This is an optimization exercise on Yosys and OpenROAD, whose aim is small area, a short achievable clock period and few clock cycles per item, not a production implementation.
Function was checked by simulation only, so behaviour that the tests miss may differ from the original.

==> flow/run.sh <==
#!/bin/bash
# Standard layout, except that the port buffers are buf_2 cells rather than
# the default delay buffers, so the fixed input/output delays are not
# lengthened by the port buffers themselves.
set -euo pipefail
export BUFFER_PORTS_ARGS="-buffer_cell sky130_fd_sc_hd__buf_2"
bash standard.sh finish > standard_flow.log 2>&1
==> standard.sh <==
#!/bin/bash
# synth_recipe.tcl (not shown) runs the flow's synth.tcl, then flattens the netlist and writes it again
# the make line also repeats each setting of config.mk as NAME=value (left out here)
make -C /OpenROAD-flow-scripts/flow DESIGN_CONFIG=/design/flow/config.mk WORK_HOME=/design/flow/orfs CLKGATE_MAP_FILE= SYNTH_SCRIPT=/design/flow/synth_recipe.tcl "${@:-finish}"
==> config.mk <==
export PLATFORM = sky130hd
export DESIGN_NAME = md_ctrl
export DESIGN_NICKNAME = md_ctrl
export VERILOG_FILES = /design/flow/design.v
export SDC_FILE = /design/flow/constraint.sdc
export NUM_CORES = 4
export LEC_CHECK = 0
export ABC_AREA = 1
export CAP_MARGIN = 20
export CORE_MARGIN = 2
export CORE_UTILIZATION = 50
export SLEW_MARGIN = 55
export SYNTH_HIERARCHICAL = 1
==> constraint.sdc <==
create_clock -name core_clock -period 80.0 [get_ports {Clk}]
set_input_delay 16.0000 -clock core_clock [delete_from_list [all_inputs] [get_ports {Clk}]]
set_output_delay 16.0000 -clock core_clock [all_outputs]
set_load 0.01 [all_outputs]
==> design.v <==
module md_ctrl (
   input  logic        Clk,
   input  logic        Reset,
   input  logic        Start,
   input  logic [2:0]  Op,
   input  logic [31:0] A,
   input  logic [31:0] B,
   input  logic        Flush,
   output logic        Busy,
   output logic [31:0] HI,
   output logic [31:0] LO
);
   logic        r_busy;     
   logic        r_busy_o;   
   logic        r_ph;       
   logic        r_fix;      
   logic        r_div;      
   logic        r_uns;      
   logic [2:0]  r_cnt;      
   logic        r_qn;       
   logic        r_rn;       
   logic        r_y15;      
   logic [31:0] r_a;        
   logic [31:0] r_b;        
   logic [31:0] r_p;        
   logic [31:0] r_hi;
   logic [31:0] r_lo;
   logic        w_a16, w_b16, w_swap, w_mshort;
   always_comb begin
      w_a16    = (r_a[31:15] == 17'd0) | (~r_uns & (r_a[31:15] == '1));
      w_b16    = (r_b[31:15] == 17'd0) | (~r_uns & (r_b[31:15] == '1));
      w_swap   = ~r_ph & ~w_b16 & w_a16;
      w_mshort = w_a16 | w_b16;
   end
   logic [16:0] w_z;
   logic [31:0] w_mc;
   logic        w_msg;
   logic [33:0] w_m;
   logic [47:0] w_rows [8];
   logic [7:0]  w_neg;
   logic [47:0] w_acc;
   logic [47:0] w_ext;
   logic [47:0] w_sum;
   always_comb begin
      if (r_ph)
         w_z = {r_b[31:16], r_y15};
      else if (w_swap)
         w_z = {r_a[15:0], 1'b0};
      else
         w_z = {r_b[15:0], 1'b0};
      w_mc  = w_swap ? r_b : r_a;
      w_msg = ~r_uns & w_mc[31];
      w_m   = {w_msg, w_msg, w_mc};
      for (int j = 0; j < 8; j++) begin
         logic z0, z1, z2, one, two;
         logic [33:0] sel;
         z0  = w_z[2*j];
         z1  = w_z[2*j+1];
         z2  = w_z[2*j+2];
         w_neg[j] = z2 & ~(z1 & z0);
         one = z1 ^ z0;
         two = (z2 & ~z1 & ~z0) | (~z2 & z1 & z0);
         sel = ({34{one}} & w_m) | ({34{two}} & {w_m[32:0], 1'b0});
         sel = sel ^ {34{w_neg[j]}};
         w_rows[j] = 48'({~sel[33], sel[32:0]}) << (2*j);
      end
      for (int j = 0; j < 7; j++)
         w_rows[j+1][2*j] = w_neg[j];
      w_acc = 48'({~(r_ph & r_p[31]), r_p[30:0] & {31{r_ph}}});
      w_ext = (r_ph & r_uns & r_b[31]) ? {r_a, 16'd0} : 48'd0;
      w_ext[14] = w_neg[7];
   end
   logic c1, c2, c3, c4, c5, c6, c7, c8, c9, c10, c11, c12, c13, c14, c15, c16, c17, c18, c19, c20, c21, c22, c23, c24, c25, c26, c27, c28, c29, c30, c31, c32, c33, c34, c35, c36, c37, c38, c39, c40, c41, c42, c43, c44, c45, c46, c47, c48, c49, c50, c51, c52, c53, c54, c55, c56, c57, c58, c59, c60, c61, c62, c63, c64, c65, c66, c67, c68, c69, c70, c71, c72, c73, c74, c75, c76, c77, c78, c79, c80, c81, c82, c83, c84, c85, c86, c87, c88, c89, c90, c91, c92, c93, c94, c95, c96, c97, c98, c99, c100, c101, c102, c103, c104, c105, c106, c107, c108, c109, c110, c111, c112, c113, c114, c115, c116, c117, c118, c119, c120, c121, c122, c123, c124, c125, c126, c127, c128, c129, c130, c131, c132, c133, c134, c135, c136, c137, c138, c139, c140, c141, c142, c143, c144, c145, c146, c147, c148, c149, c150, c151, c152, c153, c154, c155, c156, c157, c158, c159, c160, c161, c162, c163, c164, c165, c166, c167, c168, c169, c170, c171, c172, c173, c174, c175, c176, c177, c178, c179, c180, c181, c182, c183, c184, c185, c186, c187, c188, c189, c190, c191, c192, c193, c194, c195, c196, c197, c198, c199, c200, c201, c202, c203, c204, c205, c206, c207, c208, c209, c210, c211, c212, c213, c214, c215, c216, c217, c218, c219, c220, c221, c222, c223, c224, c225, c226, c227, c228, c229, c230, c231, c232, c233, c234, c235, c236, c237, c238, c239, c240, c241, c242, c243, c244, c245, c246, c247, c248, c249, c250, c251, c252, c253, c254, c255, c256, c257, c258, c259, c260, c261, c262, c263, c264, c265, c266, c267, c268, c269, c270, c271, c272, c273, c274, c275, c276, c277, c278, c279, c280, c281, c282, c283, c284, c285, c286, c287, c288, c289, c290, c291, c292, c293, c294, c295, c296, c297, c298, c299, c300, c301, c302, c303, c304, c305, c306, c307, c308, c309, c310, c311, c312, c313, c314, c315, c316, c317, c318, c319, c320, c321, c322, c323, c324, c325, c326, c327, c328, c329, c330, c331, c332, c333, c334, c335, c336, c337, c338, c339, c340, c341, c342, c343, c344, c345, c346, c347, c348, c349, c350, c351, c352, c353, c354, c355, c356, c357, c358, c359, c360, c361, c362, c363, c364, c365, c366, c367, c368, c369, c370, c371, c372, c373, c374, c375, c376, c377, c378, c379, c380, c381, c382, c383, c384, c385, c386, c387, c388, c389, c390, c391, c392, c393, c394, c395, c396, c397, c398, c399, c400, c401, c402, c403, c404, c405, c406, c407, c408, c409, c410, c411, c412, c413, c414, c415, c416, c417, c418, c419, c420, c421, c422, c423, c424, c425, c426, c427, c428, c429, c430, c431, c432, c433, c434, c435, c436, c437, c438, c439, c440, c441, c442, c443, c444, c445, c446, c447, c448, c449, c450, c451, c452, c453, c454, c455, c456, c457, c458, c459, c460, c461, c462, c463, c464, c465, c466, c467, c468, c469, c470, c471, c472, c473, c474, c475, c476, c477, c478, c479, c480, c481, c482, c483, c484, c485, c486, c487, c488, c489, c490, c491, c492, c493, c494, c495, c496, c497, c498, c499, c500, c501, c502, c503, c504, c505, c506, c507, c508, c509, c510, c511, c512, c513, c514, c515, c516, c517, c518, c519, c520, c521, c522, c523, c524, c525, c526, c527, c528, c529, c530, c531, c532, c533, c534, c535, c536, c537, c538, c539, c540, c541, c542, c543, c544, c545, c546, c547, c548, c549, c550, c551, c552, c553, c554, c555, c556, c557, c558, c559, c560, c561, c562;
   logic [47:0] w_ta, w_tb;
   md_ha u_c1 (.a(w_rows[0][14]), .b(w_rows[1][14]), .s(c1), .co(c2));
   md_ha u_c3 (.a(w_rows[0][15]), .b(w_rows[1][15]), .s(c3), .co(c4));
   md_fa u_c5 (.a(w_rows[0][16]), .b(w_rows[1][16]), .c(w_rows[2][16]), .s(c5), .co(c6));
   md_fa u_c7 (.a(w_rows[0][17]), .b(w_rows[1][17]), .c(w_rows[2][17]), .s(c7), .co(c8));
   md_fa u_c9 (.a(w_rows[0][18]), .b(w_rows[1][18]), .c(w_rows[2][18]), .s(c9), .co(c10));
   md_fa u_c11 (.a(w_rows[0][19]), .b(w_rows[1][19]), .c(w_rows[2][19]), .s(c11), .co(c12));
   md_fa u_c13 (.a(w_rows[0][20]), .b(w_rows[1][20]), .c(w_rows[2][20]), .s(c13), .co(c14));
   md_fa u_c15 (.a(w_rows[0][21]), .b(w_rows[1][21]), .c(w_rows[2][21]), .s(c15), .co(c16));
   md_fa u_c17 (.a(w_rows[0][22]), .b(w_rows[1][22]), .c(w_rows[2][22]), .s(c17), .co(c18));
   md_fa u_c19 (.a(w_rows[0][23]), .b(w_rows[1][23]), .c(w_rows[2][23]), .s(c19), .co(c20));
   md_fa u_c21 (.a(w_rows[0][24]), .b(w_rows[1][24]), .c(w_rows[2][24]), .s(c21), .co(c22));
   md_fa u_c23 (.a(w_rows[0][25]), .b(w_rows[1][25]), .c(w_rows[2][25]), .s(c23), .co(c24));
   md_fa u_c25 (.a(w_rows[0][26]), .b(w_rows[1][26]), .c(w_rows[2][26]), .s(c25), .co(c26));
   md_fa u_c27 (.a(w_rows[0][27]), .b(w_rows[1][27]), .c(w_rows[2][27]), .s(c27), .co(c28));
   md_fa u_c29 (.a(w_rows[0][28]), .b(w_rows[1][28]), .c(w_rows[2][28]), .s(c29), .co(c30));
   md_fa u_c31 (.a(w_rows[0][29]), .b(w_rows[1][29]), .c(w_rows[2][29]), .s(c31), .co(c32));
   md_fa u_c33 (.a(w_rows[0][30]), .b(w_rows[1][30]), .c(w_rows[2][30]), .s(c33), .co(c34));
   md_fa u_c35 (.a(w_rows[0][31]), .b(w_rows[1][31]), .c(w_rows[2][31]), .s(c35), .co(c36));
   md_ha u_c37 (.a(w_rows[3][31]), .b(w_rows[4][31]), .s(c37), .co(c38));
   md_fa u_c39 (.a(w_rows[0][32]), .b(w_rows[1][32]), .c(w_rows[2][32]), .s(c39), .co(c40));
   md_ha u_c41 (.a(w_rows[3][32]), .b(w_rows[4][32]), .s(c41), .co(c42));
   md_fa u_c43 (.a(w_rows[0][33]), .b(w_rows[1][33]), .c(w_rows[2][33]), .s(c43), .co(c44));
   md_ha u_c45 (.a(w_rows[1][34]), .b(w_rows[2][34]), .s(c45), .co(c46));
   md_ha u_c47 (.a(w_rows[0][8]), .b(w_rows[1][8]), .s(c47), .co(c48));
   md_ha u_c49 (.a(w_rows[0][9]), .b(w_rows[1][9]), .s(c49), .co(c50));
   md_fa u_c51 (.a(w_rows[0][10]), .b(w_rows[1][10]), .c(w_rows[2][10]), .s(c51), .co(c52));
   md_ha u_c53 (.a(w_rows[3][10]), .b(w_rows[4][10]), .s(c53), .co(c54));
   md_fa u_c55 (.a(w_rows[0][11]), .b(w_rows[1][11]), .c(w_rows[2][11]), .s(c55), .co(c56));
   md_ha u_c57 (.a(w_rows[3][11]), .b(w_rows[4][11]), .s(c57), .co(c58));
   md_fa u_c59 (.a(w_rows[0][12]), .b(w_rows[1][12]), .c(w_rows[2][12]), .s(c59), .co(c60));
   md_fa u_c61 (.a(w_rows[3][12]), .b(w_rows[4][12]), .c(w_rows[5][12]), .s(c61), .co(c62));
   md_ha u_c63 (.a(w_rows[6][12]), .b(w_rows[7][12]), .s(c63), .co(c64));
   md_fa u_c65 (.a(w_rows[0][13]), .b(w_rows[1][13]), .c(w_rows[2][13]), .s(c65), .co(c66));
   md_fa u_c67 (.a(w_rows[3][13]), .b(w_rows[4][13]), .c(w_rows[5][13]), .s(c67), .co(c68));
   md_ha u_c69 (.a(w_rows[6][13]), .b(w_acc[13]), .s(c69), .co(c70));
   md_fa u_c71 (.a(c1), .b(w_rows[2][14]), .c(w_rows[3][14]), .s(c71), .co(c72));
   md_fa u_c73 (.a(w_rows[4][14]), .b(w_rows[5][14]), .c(w_rows[6][14]), .s(c73), .co(c74));
   md_fa u_c75 (.a(w_rows[7][14]), .b(w_acc[14]), .c(w_ext[14]), .s(c75), .co(c76));
   md_fa u_c77 (.a(c3), .b(w_rows[2][15]), .c(w_rows[3][15]), .s(c77), .co(c78));
   md_fa u_c79 (.a(w_rows[4][15]), .b(w_rows[5][15]), .c(w_rows[6][15]), .s(c79), .co(c80));
   md_fa u_c81 (.a(w_rows[7][15]), .b(w_acc[15]), .c(c2), .s(c81), .co(c82));
   md_fa u_c83 (.a(c5), .b(w_rows[3][16]), .c(w_rows[4][16]), .s(c83), .co(c84));
   md_fa u_c85 (.a(w_rows[5][16]), .b(w_rows[6][16]), .c(w_rows[7][16]), .s(c85), .co(c86));
   md_fa u_c87 (.a(w_acc[16]), .b(w_ext[16]), .c(c4), .s(c87), .co(c88));
   md_fa u_c89 (.a(c7), .b(w_rows[3][17]), .c(w_rows[4][17]), .s(c89), .co(c90));
   md_fa u_c91 (.a(w_rows[5][17]), .b(w_rows[6][17]), .c(w_rows[7][17]), .s(c91), .co(c92));
   md_fa u_c93 (.a(w_acc[17]), .b(w_ext[17]), .c(c6), .s(c93), .co(c94));
   md_fa u_c95 (.a(c9), .b(w_rows[3][18]), .c(w_rows[4][18]), .s(c95), .co(c96));
   md_fa u_c97 (.a(w_rows[5][18]), .b(w_rows[6][18]), .c(w_rows[7][18]), .s(c97), .co(c98));
   md_fa u_c99 (.a(w_acc[18]), .b(w_ext[18]), .c(c8), .s(c99), .co(c100));
   md_fa u_c101 (.a(c11), .b(w_rows[3][19]), .c(w_rows[4][19]), .s(c101), .co(c102));
   md_fa u_c103 (.a(w_rows[5][19]), .b(w_rows[6][19]), .c(w_rows[7][19]), .s(c103), .co(c104));
   md_fa u_c105 (.a(w_acc[19]), .b(w_ext[19]), .c(c10), .s(c105), .co(c106));
   md_fa u_c107 (.a(c13), .b(w_rows[3][20]), .c(w_rows[4][20]), .s(c107), .co(c108));
   md_fa u_c109 (.a(w_rows[5][20]), .b(w_rows[6][20]), .c(w_rows[7][20]), .s(c109), .co(c110));
   md_fa u_c111 (.a(w_acc[20]), .b(w_ext[20]), .c(c12), .s(c111), .co(c112));
   md_fa u_c113 (.a(c15), .b(w_rows[3][21]), .c(w_rows[4][21]), .s(c113), .co(c114));
   md_fa u_c115 (.a(w_rows[5][21]), .b(w_rows[6][21]), .c(w_rows[7][21]), .s(c115), .co(c116));
   md_fa u_c117 (.a(w_acc[21]), .b(w_ext[21]), .c(c14), .s(c117), .co(c118));
   md_fa u_c119 (.a(c17), .b(w_rows[3][22]), .c(w_rows[4][22]), .s(c119), .co(c120));
   md_fa u_c121 (.a(w_rows[5][22]), .b(w_rows[6][22]), .c(w_rows[7][22]), .s(c121), .co(c122));
   md_fa u_c123 (.a(w_acc[22]), .b(w_ext[22]), .c(c16), .s(c123), .co(c124));
   md_fa u_c125 (.a(c19), .b(w_rows[3][23]), .c(w_rows[4][23]), .s(c125), .co(c126));
   md_fa u_c127 (.a(w_rows[5][23]), .b(w_rows[6][23]), .c(w_rows[7][23]), .s(c127), .co(c128));
   md_fa u_c129 (.a(w_acc[23]), .b(w_ext[23]), .c(c18), .s(c129), .co(c130));
   md_fa u_c131 (.a(c21), .b(w_rows[3][24]), .c(w_rows[4][24]), .s(c131), .co(c132));
   md_fa u_c133 (.a(w_rows[5][24]), .b(w_rows[6][24]), .c(w_rows[7][24]), .s(c133), .co(c134));
   md_fa u_c135 (.a(w_acc[24]), .b(w_ext[24]), .c(c20), .s(c135), .co(c136));
   md_fa u_c137 (.a(c23), .b(w_rows[3][25]), .c(w_rows[4][25]), .s(c137), .co(c138));
   md_fa u_c139 (.a(w_rows[5][25]), .b(w_rows[6][25]), .c(w_rows[7][25]), .s(c139), .co(c140));
   md_fa u_c141 (.a(w_acc[25]), .b(w_ext[25]), .c(c22), .s(c141), .co(c142));
   md_fa u_c143 (.a(c25), .b(w_rows[3][26]), .c(w_rows[4][26]), .s(c143), .co(c144));
   md_fa u_c145 (.a(w_rows[5][26]), .b(w_rows[6][26]), .c(w_rows[7][26]), .s(c145), .co(c146));
   md_fa u_c147 (.a(w_acc[26]), .b(w_ext[26]), .c(c24), .s(c147), .co(c148));
   md_fa u_c149 (.a(c27), .b(w_rows[3][27]), .c(w_rows[4][27]), .s(c149), .co(c150));
   md_fa u_c151 (.a(w_rows[5][27]), .b(w_rows[6][27]), .c(w_rows[7][27]), .s(c151), .co(c152));
   md_fa u_c153 (.a(w_acc[27]), .b(w_ext[27]), .c(c26), .s(c153), .co(c154));
   md_fa u_c155 (.a(c29), .b(w_rows[3][28]), .c(w_rows[4][28]), .s(c155), .co(c156));
   md_fa u_c157 (.a(w_rows[5][28]), .b(w_rows[6][28]), .c(w_rows[7][28]), .s(c157), .co(c158));
   md_fa u_c159 (.a(w_acc[28]), .b(w_ext[28]), .c(c28), .s(c159), .co(c160));
   md_fa u_c161 (.a(c31), .b(w_rows[3][29]), .c(w_rows[4][29]), .s(c161), .co(c162));
   md_fa u_c163 (.a(w_rows[5][29]), .b(w_rows[6][29]), .c(w_rows[7][29]), .s(c163), .co(c164));
   md_fa u_c165 (.a(w_acc[29]), .b(w_ext[29]), .c(c30), .s(c165), .co(c166));
   md_fa u_c167 (.a(c33), .b(w_rows[3][30]), .c(w_rows[4][30]), .s(c167), .co(c168));
   md_fa u_c169 (.a(w_rows[5][30]), .b(w_rows[6][30]), .c(w_rows[7][30]), .s(c169), .co(c170));
   md_fa u_c171 (.a(w_acc[30]), .b(w_ext[30]), .c(c32), .s(c171), .co(c172));
   md_fa u_c173 (.a(c35), .b(c37), .c(w_rows[5][31]), .s(c173), .co(c174));
   md_fa u_c175 (.a(w_rows[6][31]), .b(w_rows[7][31]), .c(w_acc[31]), .s(c175), .co(c176));
   md_fa u_c179 (.a(c39), .b(c41), .c(w_rows[5][32]), .s(c179), .co(c180));
   md_fa u_c181 (.a(w_rows[6][32]), .b(w_rows[7][32]), .c(w_ext[32]), .s(c181), .co(c182));
   md_fa u_c185 (.a(c43), .b(w_rows[3][33]), .c(w_rows[4][33]), .s(c185), .co(c186));
   md_fa u_c187 (.a(w_rows[5][33]), .b(w_rows[6][33]), .c(w_rows[7][33]), .s(c187), .co(c188));
   md_fa u_c189 (.a(w_ext[33]), .b(c40), .c(c42), .s(c189), .co(c190));
   md_fa u_c191 (.a(c45), .b(w_rows[3][34]), .c(w_rows[4][34]), .s(c191), .co(c192));
   md_fa u_c193 (.a(w_rows[5][34]), .b(w_rows[6][34]), .c(w_rows[7][34]), .s(c193), .co(c194));
   md_fa u_c197 (.a(w_rows[1][35]), .b(w_rows[2][35]), .c(w_rows[3][35]), .s(c197), .co(c198));
   md_fa u_c199 (.a(w_rows[4][35]), .b(w_rows[5][35]), .c(w_rows[6][35]), .s(c199), .co(c200));
   md_fa u_c201 (.a(w_rows[7][35]), .b(w_ext[35]), .c(c46), .s(c201), .co(c202));
   md_fa u_c203 (.a(w_rows[2][36]), .b(w_rows[3][36]), .c(w_rows[4][36]), .s(c203), .co(c204));
   md_fa u_c205 (.a(w_rows[5][36]), .b(w_rows[6][36]), .c(w_rows[7][36]), .s(c205), .co(c206));
   md_fa u_c209 (.a(w_rows[2][37]), .b(w_rows[3][37]), .c(w_rows[4][37]), .s(c209), .co(c210));
   md_fa u_c211 (.a(w_rows[5][37]), .b(w_rows[6][37]), .c(w_rows[7][37]), .s(c211), .co(c212));
   md_fa u_c213 (.a(w_rows[3][38]), .b(w_rows[4][38]), .c(w_rows[5][38]), .s(c213), .co(c214));
   md_ha u_c215 (.a(w_rows[6][38]), .b(w_rows[7][38]), .s(c215), .co(c216));
   md_fa u_c217 (.a(w_rows[3][39]), .b(w_rows[4][39]), .c(w_rows[5][39]), .s(c217), .co(c218));
   md_ha u_c219 (.a(w_rows[4][40]), .b(w_rows[5][40]), .s(c219), .co(c220));
   md_ha u_c221 (.a(w_rows[0][4]), .b(w_rows[1][4]), .s(c221), .co(c222));
   md_ha u_c223 (.a(w_rows[0][5]), .b(w_rows[1][5]), .s(c223), .co(c224));
   md_fa u_c225 (.a(w_rows[0][6]), .b(w_rows[1][6]), .c(w_rows[2][6]), .s(c225), .co(c226));
   md_ha u_c227 (.a(w_rows[3][6]), .b(w_rows[4][6]), .s(c227), .co(c228));
   md_fa u_c229 (.a(w_rows[0][7]), .b(w_rows[1][7]), .c(w_rows[2][7]), .s(c229), .co(c230));
   md_ha u_c231 (.a(w_rows[3][7]), .b(w_acc[7]), .s(c231), .co(c232));
   md_fa u_c233 (.a(c47), .b(w_rows[2][8]), .c(w_rows[3][8]), .s(c233), .co(c234));
   md_fa u_c235 (.a(w_rows[4][8]), .b(w_rows[5][8]), .c(w_acc[8]), .s(c235), .co(c236));
   md_fa u_c237 (.a(c49), .b(w_rows[2][9]), .c(w_rows[3][9]), .s(c237), .co(c238));
   md_fa u_c239 (.a(w_rows[4][9]), .b(w_acc[9]), .c(c48), .s(c239), .co(c240));
   md_fa u_c241 (.a(c51), .b(c53), .c(w_rows[5][10]), .s(c241), .co(c242));
   md_fa u_c243 (.a(w_rows[6][10]), .b(w_acc[10]), .c(c50), .s(c243), .co(c244));
   md_fa u_c245 (.a(c55), .b(c57), .c(w_rows[5][11]), .s(c245), .co(c246));
   md_fa u_c247 (.a(w_acc[11]), .b(c52), .c(c54), .s(c247), .co(c248));
   md_fa u_c249 (.a(c59), .b(c61), .c(c63), .s(c249), .co(c250));
   md_fa u_c251 (.a(w_acc[12]), .b(c56), .c(c58), .s(c251), .co(c252));
   md_fa u_c253 (.a(c65), .b(c67), .c(c69), .s(c253), .co(c254));
   md_fa u_c255 (.a(c60), .b(c62), .c(c64), .s(c255), .co(c256));
   md_fa u_c257 (.a(c71), .b(c73), .c(c75), .s(c257), .co(c258));
   md_fa u_c259 (.a(c66), .b(c68), .c(c70), .s(c259), .co(c260));
   md_fa u_c261 (.a(c77), .b(c79), .c(c81), .s(c261), .co(c262));
   md_fa u_c263 (.a(c72), .b(c74), .c(c76), .s(c263), .co(c264));
   md_fa u_c265 (.a(c83), .b(c85), .c(c87), .s(c265), .co(c266));
   md_fa u_c267 (.a(c78), .b(c80), .c(c82), .s(c267), .co(c268));
   md_fa u_c269 (.a(c89), .b(c91), .c(c93), .s(c269), .co(c270));
   md_fa u_c271 (.a(c84), .b(c86), .c(c88), .s(c271), .co(c272));
   md_fa u_c273 (.a(c95), .b(c97), .c(c99), .s(c273), .co(c274));
   md_fa u_c275 (.a(c90), .b(c92), .c(c94), .s(c275), .co(c276));
   md_fa u_c277 (.a(c101), .b(c103), .c(c105), .s(c277), .co(c278));
   md_fa u_c279 (.a(c96), .b(c98), .c(c100), .s(c279), .co(c280));
   md_fa u_c281 (.a(c107), .b(c109), .c(c111), .s(c281), .co(c282));
   md_fa u_c283 (.a(c102), .b(c104), .c(c106), .s(c283), .co(c284));
   md_fa u_c285 (.a(c113), .b(c115), .c(c117), .s(c285), .co(c286));
   md_fa u_c287 (.a(c108), .b(c110), .c(c112), .s(c287), .co(c288));
   md_fa u_c289 (.a(c119), .b(c121), .c(c123), .s(c289), .co(c290));
   md_fa u_c291 (.a(c114), .b(c116), .c(c118), .s(c291), .co(c292));
   md_fa u_c293 (.a(c125), .b(c127), .c(c129), .s(c293), .co(c294));
   md_fa u_c295 (.a(c120), .b(c122), .c(c124), .s(c295), .co(c296));
   md_fa u_c297 (.a(c131), .b(c133), .c(c135), .s(c297), .co(c298));
   md_fa u_c299 (.a(c126), .b(c128), .c(c130), .s(c299), .co(c300));
   md_fa u_c301 (.a(c137), .b(c139), .c(c141), .s(c301), .co(c302));
   md_fa u_c303 (.a(c132), .b(c134), .c(c136), .s(c303), .co(c304));
   md_fa u_c305 (.a(c143), .b(c145), .c(c147), .s(c305), .co(c306));
   md_fa u_c307 (.a(c138), .b(c140), .c(c142), .s(c307), .co(c308));
   md_fa u_c309 (.a(c149), .b(c151), .c(c153), .s(c309), .co(c310));
   md_fa u_c311 (.a(c144), .b(c146), .c(c148), .s(c311), .co(c312));
   md_fa u_c313 (.a(c155), .b(c157), .c(c159), .s(c313), .co(c314));
   md_fa u_c315 (.a(c150), .b(c152), .c(c154), .s(c315), .co(c316));
   md_fa u_c317 (.a(c161), .b(c163), .c(c165), .s(c317), .co(c318));
   md_fa u_c319 (.a(c156), .b(c158), .c(c160), .s(c319), .co(c320));
   md_fa u_c321 (.a(c167), .b(c169), .c(c171), .s(c321), .co(c322));
   md_fa u_c323 (.a(c162), .b(c164), .c(c166), .s(c323), .co(c324));
   md_fa u_c325 (.a(c173), .b(c175), .c(c177), .s(c325), .co(c326));
   md_fa u_c327 (.a(c168), .b(c170), .c(c172), .s(c327), .co(c328));
   md_fa u_c329 (.a(c179), .b(c181), .c(c183), .s(c329), .co(c330));
   md_fa u_c331 (.a(c174), .b(c176), .c(c178), .s(c331), .co(c332));
   md_fa u_c333 (.a(c185), .b(c187), .c(c189), .s(c333), .co(c334));
   md_fa u_c335 (.a(c180), .b(c182), .c(c184), .s(c335), .co(c336));
   md_fa u_c337 (.a(c191), .b(c193), .c(c195), .s(c337), .co(c338));
   md_fa u_c339 (.a(c186), .b(c188), .c(c190), .s(c339), .co(c340));
   md_fa u_c341 (.a(c197), .b(c199), .c(c201), .s(c341), .co(c342));
   md_fa u_c343 (.a(c192), .b(c194), .c(c196), .s(c343), .co(c344));
   md_fa u_c345 (.a(c203), .b(c205), .c(c207), .s(c345), .co(c346));
   md_fa u_c347 (.a(c198), .b(c200), .c(c202), .s(c347), .co(c348));
   md_fa u_c349 (.a(c209), .b(c211), .c(w_ext[37]), .s(c349), .co(c350));
   md_fa u_c351 (.a(c204), .b(c206), .c(c208), .s(c351), .co(c352));
   md_fa u_c353 (.a(c213), .b(c215), .c(w_ext[38]), .s(c353), .co(c354));
   md_fa u_c357 (.a(c217), .b(w_rows[6][39]), .c(w_rows[7][39]), .s(c357), .co(c358));
   md_fa u_c359 (.a(w_ext[39]), .b(c214), .c(c216), .s(c359), .co(c360));
   md_fa u_c361 (.a(c219), .b(w_rows[6][40]), .c(w_rows[7][40]), .s(c361), .co(c362));
   md_fa u_c365 (.a(w_rows[4][41]), .b(w_rows[5][41]), .c(w_rows[6][41]), .s(c365), .co(c366));
   md_fa u_c367 (.a(w_rows[7][41]), .b(w_ext[41]), .c(c220), .s(c367), .co(c368));
   md_fa u_c369 (.a(w_rows[5][42]), .b(w_rows[6][42]), .c(w_rows[7][42]), .s(c369), .co(c370));
   md_fa u_c373 (.a(w_rows[5][43]), .b(w_rows[6][43]), .c(w_rows[7][43]), .s(c373), .co(c374));
   md_ha u_c375 (.a(w_rows[6][44]), .b(w_rows[7][44]), .s(c375), .co(c376));
   md_ha u_c377 (.a(w_rows[0][2]), .b(w_rows[1][2]), .s(c377), .co(c378));
   md_ha u_c379 (.a(w_rows[0][3]), .b(w_rows[1][3]), .s(c379), .co(c380));
   md_fa u_c381 (.a(c221), .b(w_rows[2][4]), .c(w_rows[3][4]), .s(c381), .co(c382));
   md_fa u_c383 (.a(c223), .b(w_rows[2][5]), .c(w_acc[5]), .s(c383), .co(c384));
   md_fa u_c385 (.a(c225), .b(c227), .c(w_acc[6]), .s(c385), .co(c386));
   md_fa u_c387 (.a(c229), .b(c231), .c(c226), .s(c387), .co(c388));
   md_fa u_c389 (.a(c233), .b(c235), .c(c230), .s(c389), .co(c390));
   md_fa u_c391 (.a(c237), .b(c239), .c(c234), .s(c391), .co(c392));
   md_fa u_c393 (.a(c241), .b(c243), .c(c238), .s(c393), .co(c394));
   md_fa u_c395 (.a(c245), .b(c247), .c(c242), .s(c395), .co(c396));
   md_fa u_c397 (.a(c249), .b(c251), .c(c246), .s(c397), .co(c398));
   md_fa u_c399 (.a(c253), .b(c255), .c(c250), .s(c399), .co(c400));
   md_fa u_c401 (.a(c257), .b(c259), .c(c254), .s(c401), .co(c402));
   md_fa u_c403 (.a(c261), .b(c263), .c(c258), .s(c403), .co(c404));
   md_fa u_c405 (.a(c265), .b(c267), .c(c262), .s(c405), .co(c406));
   md_fa u_c407 (.a(c269), .b(c271), .c(c266), .s(c407), .co(c408));
   md_fa u_c409 (.a(c273), .b(c275), .c(c270), .s(c409), .co(c410));
   md_fa u_c411 (.a(c277), .b(c279), .c(c274), .s(c411), .co(c412));
   md_fa u_c413 (.a(c281), .b(c283), .c(c278), .s(c413), .co(c414));
   md_fa u_c415 (.a(c285), .b(c287), .c(c282), .s(c415), .co(c416));
   md_fa u_c417 (.a(c289), .b(c291), .c(c286), .s(c417), .co(c418));
   md_fa u_c419 (.a(c293), .b(c295), .c(c290), .s(c419), .co(c420));
   md_fa u_c421 (.a(c297), .b(c299), .c(c294), .s(c421), .co(c422));
   md_fa u_c423 (.a(c301), .b(c303), .c(c298), .s(c423), .co(c424));
   md_fa u_c425 (.a(c305), .b(c307), .c(c302), .s(c425), .co(c426));
   md_fa u_c427 (.a(c309), .b(c311), .c(c306), .s(c427), .co(c428));
   md_fa u_c429 (.a(c313), .b(c315), .c(c310), .s(c429), .co(c430));
   md_fa u_c431 (.a(c317), .b(c319), .c(c314), .s(c431), .co(c432));
   md_fa u_c433 (.a(c321), .b(c323), .c(c318), .s(c433), .co(c434));
   md_fa u_c435 (.a(c325), .b(c327), .c(c322), .s(c435), .co(c436));
   md_fa u_c437 (.a(c329), .b(c331), .c(c326), .s(c437), .co(c438));
   md_fa u_c439 (.a(c333), .b(c335), .c(c330), .s(c439), .co(c440));
   md_fa u_c441 (.a(c337), .b(c339), .c(c334), .s(c441), .co(c442));
   md_fa u_c443 (.a(c341), .b(c343), .c(c338), .s(c443), .co(c444));
   md_fa u_c445 (.a(c345), .b(c347), .c(c342), .s(c445), .co(c446));
   md_fa u_c447 (.a(c349), .b(c351), .c(c346), .s(c447), .co(c448));
   md_fa u_c449 (.a(c353), .b(c355), .c(c350), .s(c449), .co(c450));
   md_fa u_c451 (.a(c357), .b(c359), .c(c354), .s(c451), .co(c452));
   md_fa u_c453 (.a(c361), .b(c363), .c(c358), .s(c453), .co(c454));
   md_fa u_c455 (.a(c365), .b(c367), .c(c362), .s(c455), .co(c456));
   md_fa u_c457 (.a(c369), .b(c371), .c(c366), .s(c457), .co(c458));
   md_fa u_c459 (.a(c373), .b(w_ext[43]), .c(c370), .s(c459), .co(c460));
   md_fa u_c461 (.a(c375), .b(w_ext[44]), .c(c374), .s(c461), .co(c462));
   md_fa u_c463 (.a(w_rows[6][45]), .b(w_rows[7][45]), .c(w_ext[45]), .s(c463), .co(c464));
   md_ha u_c465 (.a(w_rows[7][46]), .b(w_ext[46]), .s(c465), .co(c466));
   md_ha u_c467 (.a(w_rows[0][0]), .b(w_rows[1][0]), .s(c467), .co(c468));
   md_ha u_c469 (.a(w_rows[0][1]), .b(w_acc[1]), .s(c469), .co(c470));
   md_fa u_c471 (.a(c377), .b(w_rows[2][2]), .c(w_acc[2]), .s(c471), .co(c472));
   md_fa u_c473 (.a(c379), .b(w_acc[3]), .c(c378), .s(c473), .co(c474));
   md_fa u_c475 (.a(c381), .b(w_acc[4]), .c(c380), .s(c475), .co(c476));
   md_fa u_c477 (.a(c383), .b(c222), .c(c382), .s(c477), .co(c478));
   md_fa u_c479 (.a(c385), .b(c224), .c(c384), .s(c479), .co(c480));
   md_fa u_c481 (.a(c387), .b(c228), .c(c386), .s(c481), .co(c482));
   md_fa u_c483 (.a(c389), .b(c232), .c(c388), .s(c483), .co(c484));
   md_fa u_c485 (.a(c391), .b(c236), .c(c390), .s(c485), .co(c486));
   md_fa u_c487 (.a(c393), .b(c240), .c(c392), .s(c487), .co(c488));
   md_fa u_c489 (.a(c395), .b(c244), .c(c394), .s(c489), .co(c490));
   md_fa u_c491 (.a(c397), .b(c248), .c(c396), .s(c491), .co(c492));
   md_fa u_c493 (.a(c399), .b(c252), .c(c398), .s(c493), .co(c494));
   md_fa u_c495 (.a(c401), .b(c256), .c(c400), .s(c495), .co(c496));
   md_fa u_c497 (.a(c403), .b(c260), .c(c402), .s(c497), .co(c498));
   md_fa u_c499 (.a(c405), .b(c264), .c(c404), .s(c499), .co(c500));
   md_fa u_c501 (.a(c407), .b(c268), .c(c406), .s(c501), .co(c502));
   md_fa u_c503 (.a(c409), .b(c272), .c(c408), .s(c503), .co(c504));
   md_fa u_c505 (.a(c411), .b(c276), .c(c410), .s(c505), .co(c506));
   md_fa u_c507 (.a(c413), .b(c280), .c(c412), .s(c507), .co(c508));
   md_fa u_c509 (.a(c415), .b(c284), .c(c414), .s(c509), .co(c510));
   md_fa u_c511 (.a(c417), .b(c288), .c(c416), .s(c511), .co(c512));
   md_fa u_c513 (.a(c419), .b(c292), .c(c418), .s(c513), .co(c514));
   md_fa u_c515 (.a(c421), .b(c296), .c(c420), .s(c515), .co(c516));
   md_fa u_c517 (.a(c423), .b(c300), .c(c422), .s(c517), .co(c518));
   md_fa u_c519 (.a(c425), .b(c304), .c(c424), .s(c519), .co(c520));
   md_fa u_c521 (.a(c427), .b(c308), .c(c426), .s(c521), .co(c522));
   md_fa u_c523 (.a(c429), .b(c312), .c(c428), .s(c523), .co(c524));
   md_fa u_c525 (.a(c431), .b(c316), .c(c430), .s(c525), .co(c526));
   md_fa u_c527 (.a(c433), .b(c320), .c(c432), .s(c527), .co(c528));
   md_fa u_c529 (.a(c435), .b(c324), .c(c434), .s(c529), .co(c530));
   md_fa u_c531 (.a(c437), .b(c328), .c(c436), .s(c531), .co(c532));
   md_fa u_c533 (.a(c439), .b(c332), .c(c438), .s(c533), .co(c534));
   md_fa u_c535 (.a(c441), .b(c336), .c(c440), .s(c535), .co(c536));
   md_fa u_c537 (.a(c443), .b(c340), .c(c442), .s(c537), .co(c538));
   md_fa u_c539 (.a(c445), .b(c344), .c(c444), .s(c539), .co(c540));
   md_fa u_c541 (.a(c447), .b(c348), .c(c446), .s(c541), .co(c542));
   md_fa u_c543 (.a(c449), .b(c352), .c(c448), .s(c543), .co(c544));
   md_fa u_c545 (.a(c451), .b(c356), .c(c450), .s(c545), .co(c546));
   md_fa u_c547 (.a(c453), .b(c360), .c(c452), .s(c547), .co(c548));
   md_fa u_c549 (.a(c455), .b(c364), .c(c454), .s(c549), .co(c550));
   md_fa u_c551 (.a(c457), .b(c368), .c(c456), .s(c551), .co(c552));
   md_fa u_c553 (.a(c459), .b(c372), .c(c458), .s(c553), .co(c554));
   md_fa u_c557 (.a(c463), .b(c376), .c(c462), .s(c557), .co(c558));
   md_fa u_c561 (.a(w_rows[7][47]), .b(w_ext[47]), .c(c466), .s(c561), .co(c562));
   always_comb begin
      c177 = w_ext[31] ^ c34 ^ 1'b1;
      c178 = (w_ext[31] & c34) | (w_ext[31] & 1'b1) | (c34 & 1'b1);
      c183 = c36 ^ c38 ^ 1'b1;
      c184 = (c36 & c38) | (c36 & 1'b1) | (c38 & 1'b1);
      c195 = w_ext[34] ^ c44 ^ 1'b1;
      c196 = (w_ext[34] & c44) | (w_ext[34] & 1'b1) | (c44 & 1'b1);
      c207 = w_ext[36] ^ 1'b1;
      c208 = w_ext[36] & 1'b1;
      c355 = c210 ^ c212 ^ 1'b1;
      c356 = (c210 & c212) | (c210 & 1'b1) | (c212 & 1'b1);
      c363 = w_ext[40] ^ c218 ^ 1'b1;
      c364 = (w_ext[40] & c218) | (w_ext[40] & 1'b1) | (c218 & 1'b1);
      c371 = w_ext[42] ^ 1'b1;
      c372 = w_ext[42] & 1'b1;
      c555 = c461 ^ c460 ^ 1'b1;
      c556 = (c461 & c460) | (c461 & 1'b1) | (c460 & 1'b1);
      c559 = c465 ^ c464 ^ 1'b1;
      c560 = (c465 & c464) | (c465 & 1'b1) | (c464 & 1'b1);
      w_ta = {c561, c559, c557, c555, c553, c551, c549, c547, c545, c543, c541, c539, c537, c535, c533, c531, c529, c527, c525, c523, c521, c519, c517, c515, c513, c511, c509, c507, c505, c503, c501, c499, c497, c495, c493, c491, c489, c487, c485, c483, c481, c479, c477, c475, c473, c471, c469, c467};
      w_tb = {c560, c558, c556, c554, c552, c550, c548, c546, c544, c542, c540, c538, c536, c534, c532, c530, c528, c526, c524, c522, c520, c518, c516, c514, c512, c510, c508, c506, c504, c502, c500, c498, c496, c494, c492, c490, c488, c486, c484, c482, c480, c478, c476, c474, c472, c470, c468, w_acc[0]};
   end
   function automatic logic [47:0] bkadd(input logic [47:0] x,
                                         input logic [47:0] y);
      logic [47:0] p, g, pp, gg;
      p = x ^ y;
      g = x & y;
      gg = g;
      pp = p;
      for (int i = 1; i <= 6; i++)
         for (int j = (1 << i) - 1; j < 48; j += (1 << i)) begin
            gg[j] = gg[j] | (pp[j] & gg[j - (1 << (i-1))]);
            pp[j] = pp[j] & pp[j - (1 << (i-1))];
         end
      for (int i = 6; i > 0; i--)
         for (int j = (1 << i) + (1 << (i-1)) - 1; j < 48; j += (1 << i)) begin
            gg[j] = gg[j] | (pp[j] & gg[j - (1 << (i-1))]);
            pp[j] = pp[j] & pp[j - (1 << (i-1))];
         end
      bkadd = p ^ {gg[46:0], 1'b0};
   endfunction
   assign w_sum = bkadd(w_ta, w_tb);
   function automatic logic [31:0] cneg(input logic [31:0] x,
                                        input logic c);
      logic [31:0] t;
      logic        k;
      t = x ^ {32{c}};
      k = c;
      for (int i = 0; i < 32; i++) begin
         cneg[i] = t[i] ^ k;
         k = t[i] & k;
      end
   endfunction
   function automatic logic [5:0] bitlen(input logic [31:0] v);
      bitlen = 6'd0;
      for (int i = 0; i < 32; i++)
         if (v[i]) bitlen = 6'(i + 1);
   endfunction
   logic        w_an, w_bn;
   logic [31:0] w_ua, w_ub;
   logic [5:0]  w_la, w_lb;
   logic        w_bz;
   logic        w_short;    
   logic [5:0]  w_nq;       
   logic [2:0]  w_c;        
   logic [2:0]  w_sk;       
   logic [63:0] w_norm;
   always_comb begin
      w_an    = ~r_uns & r_a[31];
      w_bn    = ~r_uns & r_b[31];
      w_ua    = cneg(r_a, r_fix ? r_qn : w_an);
      w_ub    = cneg(r_b, r_fix ? r_rn : w_bn);
      w_la    = bitlen(w_ua);
      w_lb    = bitlen(w_ub);
      w_bz    = (r_b == 32'd0);
      w_short = (w_la < w_lb);
      w_nq    = w_la - w_lb + 6'd4;
      w_c     = w_nq[4:2];
      w_sk    = 3'd0 - w_nq[4:2];
      w_norm  = {32'd0, w_ua} << {w_sk, 2'b00};
   end
   function automatic logic [33:0] bksub(input logic [32:0] x,
                                         input logic [32:0] y);
      logic [32:0] p, g, pp, gg, c;
      p = x ^ ~y;
      g = x & ~y;
      gg = g;
      gg[0] = g[0] | p[0];    
      pp = p;
      for (int i = 1; i <= 6; i++)
         for (int j = (1 << i) - 1; j < 33; j += (1 << i)) begin
            gg[j] = gg[j] | (pp[j] & gg[j - (1 << (i-1))]);
            pp[j] = pp[j] & pp[j - (1 << (i-1))];
         end
      for (int i = 6; i > 0; i--)
         for (int j = (1 << i) + (1 << (i-1)) - 1; j < 33; j += (1 << i)) begin
            gg[j] = gg[j] | (pp[j] & gg[j - (1 << (i-1))]);
            pp[j] = pp[j] & pp[j - (1 << (i-1))];
         end
      c = {gg[31:0], 1'b1};
      bksub = {gg[32], p ^ c};
   endfunction
   logic [31:0] w_r [5];
   logic [31:0] w_q [5];
   always_comb begin
      w_r[0] = r_p;
      w_q[0] = r_a;
      for (int i = 0; i < 4; i++) begin
         logic [33:0] t;
         t = bksub({w_r[i], w_q[i][31]}, {1'b0, r_b});
         w_r[i+1] = t[33] ? t[31:0] : {w_r[i][30:0], w_q[i][31]};
         w_q[i+1] = {w_q[i][30:0], t[33]};
      end
   end
   logic w_done;
   logic w_issue;
   always_comb begin
      w_issue = Start & ~Flush & ~Op[2];
      if (Flush)
         w_done = 1'b1;
      else if (!r_div)
         w_done = r_ph | w_mshort;
      else if (r_fix)
         w_done = 1'b1;
      else if (!r_ph)
         w_done = w_bz | w_short;
      else
         w_done = (r_cnt == 3'd1) & ~r_qn & ~r_rn;
   end
   always_ff @(posedge Clk) begin
      if (!Reset) begin
         r_busy   <= 1'b0;
         r_busy_o <= 1'b0;
      end else begin
         r_busy   <= r_busy   ? ~w_done : w_issue;
         r_busy_o <= r_busy_o ? ~w_done : w_issue;
      end
   end
   always_ff @(posedge Clk) begin
      if (!Reset) begin
         r_hi <= 32'd0;
         r_lo <= 32'd0;
      end else if (!r_busy) begin
         if (Start && !Flush && Op == 3'd4) r_hi <= A;
         if (Start && !Flush && Op == 3'd5) r_lo <= A;
      end else if (!r_div) begin
         if (r_ph) begin
            r_hi <= w_sum[47:16];
            r_lo <= {w_sum[15:0], r_b[15:0]};
         end else if (w_mshort) begin
            r_hi <= {{16{w_sum[47]}}, w_sum[47:32]};
            r_lo <= w_sum[31:0];
         end
      end else if (r_fix) begin
         r_hi <= w_ub;
         r_lo <= w_ua;
      end else if (!r_ph) begin
         if (!w_bz && w_short) begin
            r_hi <= r_a;
            r_lo <= 32'd0;
         end
      end else if (r_cnt == 3'd1 && !r_qn && !r_rn) begin
         r_hi <= w_r[4];
         r_lo <= w_q[4];
      end
   end
   always_ff @(posedge Clk) begin
      if (!r_busy) begin
         r_ph  <= 1'b0;
         r_fix <= 1'b0;
         r_div <= Op[1];
         r_uns <= Op[0];
         r_a   <= A;
         r_b   <= B;
      end else begin
         r_ph <= 1'b1;
         if (!r_div) begin
            if (!r_ph) begin
               r_p        <= w_sum[47:16];
               r_b[15:0]  <= w_sum[15:0];
               r_y15      <= r_b[15];
            end
         end else if (!r_ph) begin
            r_qn  <= w_an ^ w_bn;
            r_rn  <= w_an;
            r_cnt <= w_c;
            r_p   <= w_norm[63:32];
            r_a   <= w_norm[31:0];
            r_b   <= w_ub;
         end else begin
            r_cnt <= r_cnt - 3'd1;
            r_p   <= w_r[4];
            r_a   <= w_q[4];
            if (r_cnt == 3'd1) begin
               r_fix <= 1'b1;
               r_b   <= w_r[4];
            end
         end
      end
   end
   assign Busy = r_busy_o;
   assign HI   = r_hi;
   assign LO   = r_lo;
endmodule
module md_fa (
   input  logic a,
   input  logic b,
   input  logic c,
   output logic s,
   output logic co
);
   assign s  = a ^ b ^ c;
   assign co = (a & b) | (a & c) | (b & c);
endmodule
module md_ha (
   input  logic a,
   input  logic b,
   output logic s,
   output logic co
);
   assign s  = a ^ b;
   assign co = a & b;
endmodule
==> summary.txt <==
## registers in the layout, summed over array words and instances (netlist names), 3 cells and up
register / count
r_a: 32
r_cnt: 3
r_p: 32
r_hi: 32
r_b: 32
r_lo: 32
## area by class of cell
type | count | area [um^2]
Antenna cell | 4 | 10.0
Clock buffer | 17 | 425
Clock inverter | 15 | 220
Fill cell | 6534 | 30000
Inverter | 439 | 1660
Multi-Input combinational cell | 3460 | 26400
Sequential cell | 172 | 4490
Tap cell | 864 | 1080
Timing Repair Buffer | 267 | 1740
## logic make-up after synthesis
kind of cell / Yosys count / share of synthesized area
adder cells (fa/ha/maj): 618 / 0.307
XOR/XNOR: 415 / 0.109
multiplexers: 14 / 0.00461
AND/OR/NAND/NOR: 1326 / 0.164
AO/OA/AOI/OAI: 1087 / 0.197
buffers and inverters: 726 / 0.0846
flip-flops: 172 / 0.134
## per-layer routing
metal	vias up	GRT usage
li1	14700	-
met1	16200	0.604
met3	581	0.128
met5	-	0
met2	2527	0.653
met4	4	0.347
## Yosys cell counts, types with 8 or more instances
library cell	count	area, um^2
a211o_1	11	96.3
a21boi_0	25	188
a21o_1	25	188
a21oi_1	214	1070
a221oi_1	17	149
a31oi_1	13	81.3
buf_1	28	105
buf_2	52	260
clkbuf_1	200	751
clkinv_1	11	41.3
dfxtp_1	68	1360
edfxtp_1	104	3120
fa_1	338	6770
ha_1	280	3500
inv_1	420	1580
inv_2	8	30.0
mux2_2	11	124
nand2_1	846	3180
nand3_1	131	656
nand3b_1	9	67.6
nand4_1	43	269
nor2_1	228	856
nor3_1	16	80.1
nor4_1	25	156
o211ai_1	67	503
o21a_1	8	60.1
o21ai_0	244	1220
o21ai_1	106	531
o21bai_1	20	150
o221ai_1	19	166
o22ai_1	265	1660
or2_2	11	68.8
xnor2_1	35	307
xor2_1	380	3330
## modules after synthesis (local to each module, per instance)
module	times used	cells inside	flip-flops and latches
md_fa	249	1	0
md_ctrl	1	4086	172
md_ha	23	1	0
## metrics by stage
| step | utilization | std cells | hold WS (ns) |
|---|---|---|---|
| floorplan | - | 4358 | 0.329 |
| global placement | 0.531 | 5193 | 0.441 |
| detailed placement | 0.534 | 5198 | 0.459 |
| CTS | 0.544 | 5230 | 0.475 |
| global route | 0.546 | 5234 | 0.496 |
| finish | 0.546 | 5238 | 0.474 |
## final timing paths
path / startpoint / to / depth (start not counted)
setup reg to reg: r_b[4] / r_hi[31] / 73
setup / recovery: r_lo[2] / LO[2] / 1
hold / removal: r_busy_o / r_busy_o / 1
hold reg to reg: r_busy_o / r_busy_o / 1
==> summary.txt <==
CTS root buf=clkbuf_16; Num Clock Sinks=172; Worst-path clk slew=0.10 ns; DR pass1 iterations=6; total track usage=0.463; Design Area, Final=36,000 um^2; CTS Hold Bufs=0; grt ovf=0; Mapped Cells=4,358; critical path fanouts, max=2; Max-Cap Viols=0; DPL Wire Length=122,000 um; Setup WS post-layout=62.88 ns; Net Count, Synth=5,047; core area=66,000 um^2; IO Pins=136; clock period minus worst slack=17.12 ns; most common cell after layout, fill and taps aside=nand2_1; Die ar.=68,900 um^2; WL met3=20,700 um; DR vias=34,000; worst clock skew=0.0195 ns; slowest CP cell=dfxtp_1; Slew Limit Headroom=0.492; setup tns final=0 ns; share of cells above drive strength 1=0.0977; FF+latch count, synth=172; Final nets=5,046; CTS Buf Count=17; vias in the first global route=32,100; crit path kind=reg -> out; Port Buffers=135; f_max=58.4 MHz; first-pass GRT wire length=231,000 um; drt wl/cell=30.7 um; P&R area growth vs syn=7.77%; RSZ-0062 raised after global routing=no; outcome=complete, no violations; Seq/Total Area, Yosys=0.134; Post-CTS Setup Inserts=0; 1st-iter DRT viols=5,191; Starting Density=0.506; most frequent cells in the layout=842 x nand2_1, 414 x inv_1, 376 x xor2_1; DP Worst Slack=62.42 ns; Met1 Wirelength=60,400 um; largest net degree at the start of global routing=68; initial antenna violation count=5; Top FF cell, synth=edfxtp_1; Hold Crit Class=reg -> reg; Final Cycle Share=0.214; CP Buf/Inv Count=1; Residual DRC=0; Avg Inst Size Synth=7.67 um^2; slowest stage delay, CP=0.43 ns; crit path capture type=primary output; Worst-Margin Slew=0.758 ns; cell family contributing the most delay on the critical path=flip-flops; WP data arrival=1.12 ns; Ys Warns=13; Mapped Area=33,400 um^2; met2 routed WL=64,800 um; Antenna Violating Nets Remaining=0; die extent in y=262 um; Core Rows=94; startpoint types=register; RePlAce Congestion=1.13; Netlist cell types=56; Worst R2R Setup Slack=64.18 ns; total wire length=161,000 um; Synth async-reset ratio=0; top sig layer=met5; clock latency (worst-skew pair)=0.52 ns; Post-synth EDFFs=104; Worst Path Required=64.00 ns; TritonCTS clock tree=built; pins over their slew limit=0; PostCTS Resize Cnt=0; DR vias/cell=6.50; Placed Area=35,200 um^2; Max clock buf depth=2; Hold Fails Final Rpt=0; H-tree depth=4; critical path cell sequence=buf_2; Final setup viols=0; Die X=262 um
Testbench counts, summed over its fixed seeds: cycles 13,576, items 4,800.

[static timing again, ports no longer ideal]
The flow's constraints put no driver on any port. The routed layout listed below was extracted and timed again, unchanged, in two steps.
Step 1: set_driving_cell puts a clkbuf_16 on Clk and a buf_2 on each other input, an assumption about the parent block.
Step 2, shift: input delay + t, output delay - t, t = (earliest + latest rising clock arrival at the registers) / 2. This alone moves slack from input paths to output paths.
a / b / c = ideal ports / drivers / drivers and shift; a / b = the first two.
t (ns): 0.570
setup slack, ns: 62.884 / 62.820 / 62.423
slew at the worst register clock pin (ns): 0.10 / 0.10
After both steps this run still meets setup and hold. For this run, drivers alone change the setup slack by -0.064 ns; drivers and shift together by -0.461 ns.
